Background: an optimization exercise with open tools, aiming at small area, a short achievable clock period and few clock cycles per item. Do not read the settings as production practice. Function was checked by simulation only, so behaviour that the tests miss may differ from the original. Power figures rest on the tool's default switching activity, not on a simulated workload.

## lane 1
==> flow/design.v (excerpt) <==
module sha1_message_digest (
  input  logic        clk_i,
  input  logic        rst_ni,
  input  logic        in_valid_i,
  output logic        in_ready_o,
  input  logic [7:0]  data_byte_i,
  input  logic        byte_present_i,
  input  logic        last_i,
  output logic        out_valid_o,
  input  logic        out_ready_i,
  output logic [31:0] digest_word_o,
  output logic [2:0]  word_index_o,
  output logic        last_word_o
);
  localparam logic [1:0] S_IN   = 2'd0;   
  localparam logic [1:0] S_PAD  = 2'd1;   
  localparam logic [1:0] S_FILL = 2'd2;   
  function automatic logic [31:0] rotl(logic [31:0] x, int unsigned n);
    rotl = (x << n) | (x >> (32 - n));
  endfunction
  function automatic logic [31:0] add32(logic [31:0] x, logic [31:0] y);
    logic [31:0] g, p, gn, pn;
    g = x & y;
    p = x ^ y;
    for (int d = 1; d < 32; d = d * 2) begin
      gn = g;
      pn = p;
      for (int i = d; i < 32; i++) begin
        gn[i] = g[i] | (p[i] & g[i-d]);
        pn[i] = p[i] & p[i-d];
      end
      g = gn;
      p = pn;
    end
    add32 = (x ^ y) ^ {g[30:0], 1'b0};
  endfunction
  function automatic logic [31:0] add3(logic [31:0] x, logic [31:0] y, logic [31:0] z);
    logic [31:0] sv, cv;
    sv = x ^ y ^ z;
    cv = (x & y) | (x & z) | (y & z);
    add3 = add32(sv, {cv[30:0], 1'b0});
  endfunction
  function automatic logic [31:0] iv(int unsigned i);
    iv = sha1_pkg::Iv[32*i +: 32];
  endfunction
  logic [31:0] ib_q [16];          
  logic [31:0] w_q [16];           
  logic [31:0] a_q, b_q, c_q, d_q, e_q;
  logic [31:0] h_q [5];
  logic [31:0] pre_q;              
  logic        pv_q;               
  ...
For scale: ~6900 cells after synthesis, roughly 1600 flip-flops, about 52 I/O pins, ~71000 sq um of cells after synthesis.
export LEC_CHECK = 0
export ABC_CLOCK_PERIOD_IN_PS = 3000
export CAP_MARGIN = 20
export CORE_MARGIN = 2
export CORE_UTILIZATION = 60
export CTS_BUF_LIST = sky130_fd_sc_hd__clkbuf_8
export SETUP_SLACK_MARGIN = 5
export SLEW_MARGIN = 20
export TNS_END_PERCENT = 0
create_clock -name core_clock -period 8.0 [get_ports {clk_i}]
run.sh (not shown) runs the stock make flow with config.mk's settings and CLKGATE_MAP_FILE= SYNTH_SCRIPT=/design/flow/synth_recipe.tcl, a recipe that flattens the netlist after the stock synthesis.
Testbench counts of lane 1, summed over its fixed seeds: cycles 69,889, bytes 46,322.
Here is what was changed in the inputs of lane 2 compared with lane 1.
--- a/flow/design.v
+++ b/flow/design.v
@@ -154,20 +154,27 @@
       wr_data = fill_word;
     end
   end
   always_ff @(posedge clk_i) begin
     for (int i = 0; i < 16; i++) begin
       for (int l = 0; l < 4; l++) begin
         if (lane_en[l] && wr_idx == 4'(i)) ib_q[i][8*l +: 8] <= wr_data[8*l +: 8];
       end
     end
   end
+  always_ff @(posedge clk_i) begin
+    if (init_q || (fill_do && fidx_q == 4'd15 && len_ok_q)) begin
+      cnt_q <= '0;
+    end else if (take) begin
+      cnt_q <= cnt_q + 61'd1;
+    end
+  end
   logic chain_do, start, pt_end;
   assign pt_end   = end_q;
   assign chain_do = busy_q && pt_end && !pv_q && !out_q;
   assign start    = ibf_q && (!busy_q || chain_do);
   logic [31:0] w_new;
   assign w_new = rotl(w_q[13] ^ w_q[8] ^ w_q[2] ^ w_q[0], 1);
   always_ff @(posedge clk_i) begin
     if (start) begin
       for (int i = 0; i < 16; i++) w_q[i] <= ib_q[i];
     end else begin
@@ -191,60 +198,65 @@
   assign pt_d1 = pt_d + 7'd1;
   always_comb begin
     pt_d = pt_q;
     if (start) begin
       pt_d = 7'd0;
     end else if (busy_q && !pt_end) begin
       pt_d = pt_q + 7'd1;
     end
   end
   logic [1:0]  ph_n;
-  logic [31:0] kw0, kwn;
+  logic [31:0] kwn;
   assign ph_n = phn_q;
-  assign kw0  = add32(32'h5a827999, ib_q[0]);
   always_comb begin
     case (ph_n)
       2'd0:    k = 32'h5a827999;
       2'd1:    k = 32'h6ed9eba1;
       2'd2:    k = 32'h8f1bbcdc;
       default: k = 32'hca62c1d6;
     endcase
   end
-  assign kwn = add32(k, w_q[1]);
+  assign kwn = add32(pt_end ? 32'h5a827999 : k, pt_end ? ib_q[0] : w_q[1]);
   logic [31:0] a_d, b_d, c_d, d_d, e_d;
   logic [31:0] fp_q, fq_q;
   logic [31:0] c_r, d_r;
   assign c_r = pv_q ? rotl(b_q, 30) : c_q;
   assign d_r = pv_q ? c_q : d_q;
   always_ff @(posedge clk_i) begin
     ee_q  <= pv_d ? d_d : e_d;
-    kw_q  <= start ? kw0 : kwn;
+    kw_q  <= kwn;
     pre_q <= add32(ee_q, kw_q);
     case (ph)
       2'd0: begin
         fp_q <= c_r;
         fq_q <= d_r;
       end
       2'd2: begin
         fp_q <= c_r | d_r;
         fq_q <= c_r & d_r;
       end
       default: begin
         fp_q <= ~(c_r ^ d_r);
         fq_q <= c_r ^ d_r;
       end
     endcase
   end
   logic [31:0] f, t;
   logic [31:0] sum [5];
-  assign f = (b_q & fp_q) | (~b_q & fq_q);
-  assign t = add3(rotl(a_q, 5), f, pre_q);
+  logic [31:0] ra, t_s, t_c, t_c1, t_c0;
+  assign ra   = rotl(a_q, 5);
+  assign f    = (b_q & fp_q) | (~b_q & fq_q);
+  assign t_s  = ra ^ pre_q ^ f;
+  assign t_c1 = (ra & pre_q) | (ra & fp_q) | (pre_q & fp_q);
+  assign t_c0 = (ra & pre_q) | (ra & fq_q) | (pre_q & fq_q);
+  assign t_c  = (b_q & t_c1) | (~b_q & t_c0);
+  assign t    = add32(t_s, {t_c[30:0], 1'b0});
   assign sum[0] = h_q[0] + a_q;
   assign sum[1] = h_q[1] + b_q;
   assign sum[2] = h_q[2] + c_q;
   assign sum[3] = h_q[3] + d_q;
   assign sum[4] = h_q[4] + e_q;
   always_comb begin
     a_d = a_q; b_d = b_q; c_d = c_q; d_d = d_q; e_d = e_q;
     if (pv_q) begin
       a_d = t;
       b_d = a_q;
@@ -280,21 +292,20 @@
       pt_q     <= 7'd80;
       ph_q     <= 2'd3;
       end_q    <= 1'b1;
       bnd_q    <= 1'b0;
       phn_q    <= 2'd3;
       busy_q   <= 1'b1;
       efin_q   <= 1'b0;
       ibf_q    <= 1'b0;
       ifin_q   <= 1'b0;
       fidx_q   <= 4'd0;
-      cnt_q    <= '0;
       st_q     <= S_IN;
       len_ok_q <= 1'b0;
       init_q   <= 1'b1;
       out_q    <= 1'b0;
       oidx_q   <= 3'd0;
       last_q   <= 1'b0;
       rv_q     <= 1'b0;
       sv_q     <= 1'b0;
     end else begin
       if (r_free) begin
@@ -313,21 +324,20 @@
         busy_q <= 1'b1;
         efin_q <= ifin_q;
       end else begin
         if (chain_do) busy_q <= 1'b0;
       end
       if (chain_do) begin
         init_q  <= 1'b0;
         if (efin_q) out_q <= 1'b1;
       end
       if (take) begin
-        cnt_q <= cnt_q + 61'd1;
         if (cnt_q[5:0] == 6'd63) ibf_q <= 1'b1;
       end
       if (start) begin
         ibf_q  <= 1'b0;
         ifin_q <= 1'b0;
       end
       case (st_q)
         S_IN: begin
           if (in_acc && r_last) st_q <= S_PAD;
         end
@@ -344,21 +354,20 @@
             end
           end
         end
         default: begin
           if (fill_do) begin
             fidx_q <= fidx_q + 4'd1;
             if (fidx_q == 4'd15) begin
               ibf_q <= 1'b1;
               if (len_ok_q) begin
                 ifin_q   <= 1'b1;
-                cnt_q    <= '0;
                 len_ok_q <= 1'b0;
                 st_q     <= S_IN;
               end else begin
                 len_ok_q <= 1'b1;
               end
             end
           end
         end
       endcase
       if (out_q && out_ready_i) begin
Findings:
- Fraction of the mapped netlist area in adder cells: lane 2 and lane 1 compared, higher one is lane 1
- Wire: lane 2 routes more than lane 1
- On hold slack: between lane 2 and lane 1, it ends up lower for lane 1.
- Lane 1 -> lane 2: netlist area before placement flat
- Of lane 2 and lane 1, it is lane 2 that has the higher count of clock-buffer cells in the layout.
- Lane 2 against lane 1: number of pins with negative max-slew slack in the final report level, setup slack moved up, average vias per placed instance level.
- Final critical-path required period (lower): lane 2
- Lane 1 → lane 2: maximum number of pins on one net before global-route repair picked up an extra 21%; switching power total grew by 1.0 mW; async set-reset flop share out of synthesis down 3.8 points.
- In the metrics for lane 2 and lane 1, the one carrying the higher synthesized cell count is lane 2.
- Lane 2 vs lane 1 on number of antenna diodes: lane 2 is the lower one.
Testbench counts of lane 2, summed over its fixed seeds: cycles 69,889, bytes 46,322.

-- afterwards: timing with drivers on the ports --
How much do the figures lean on ideal ports? The routed layouts below were timed once more, with nothing changed but the port constraints. Step 1 (the two cells are an assumption about what drives the block):
set clk [get_ports {clk_i}]
set_driving_cell -lib_cell sky130_fd_sc_hd__clkbuf_16 $clk
set_driving_cell -lib_cell sky130_fd_sc_hd__buf_2 [delete_from_list [all_inputs] $clk]
Step 2, shift: input delay + t, output delay - t, t = (earliest + latest rising clock arrival at the registers) / 2. This alone moves slack from input paths to output paths. Slacks: ideal / step 1 / step 2; pairs: ideal / step 1.
| run | shift t [ns] | slack for setup (ns) | worst setup path after step 2 | worst register clock-pin slew, ns |
|---|---|---|---|---|
| lane 1 | 1.014 | 4.077 / 4.018 / 3.470 | input to register | 0.07 / 0.07 |
| lane 2 | 1.044 | 4.297 / 4.297 / 3.744 | input to register | 0.07 / 0.07 |
After both steps every run listed still meets setup and hold. For lane 1, which loses most, drivers alone change the setup slack by -0.059 ns; drivers and shift together by -0.607 ns.
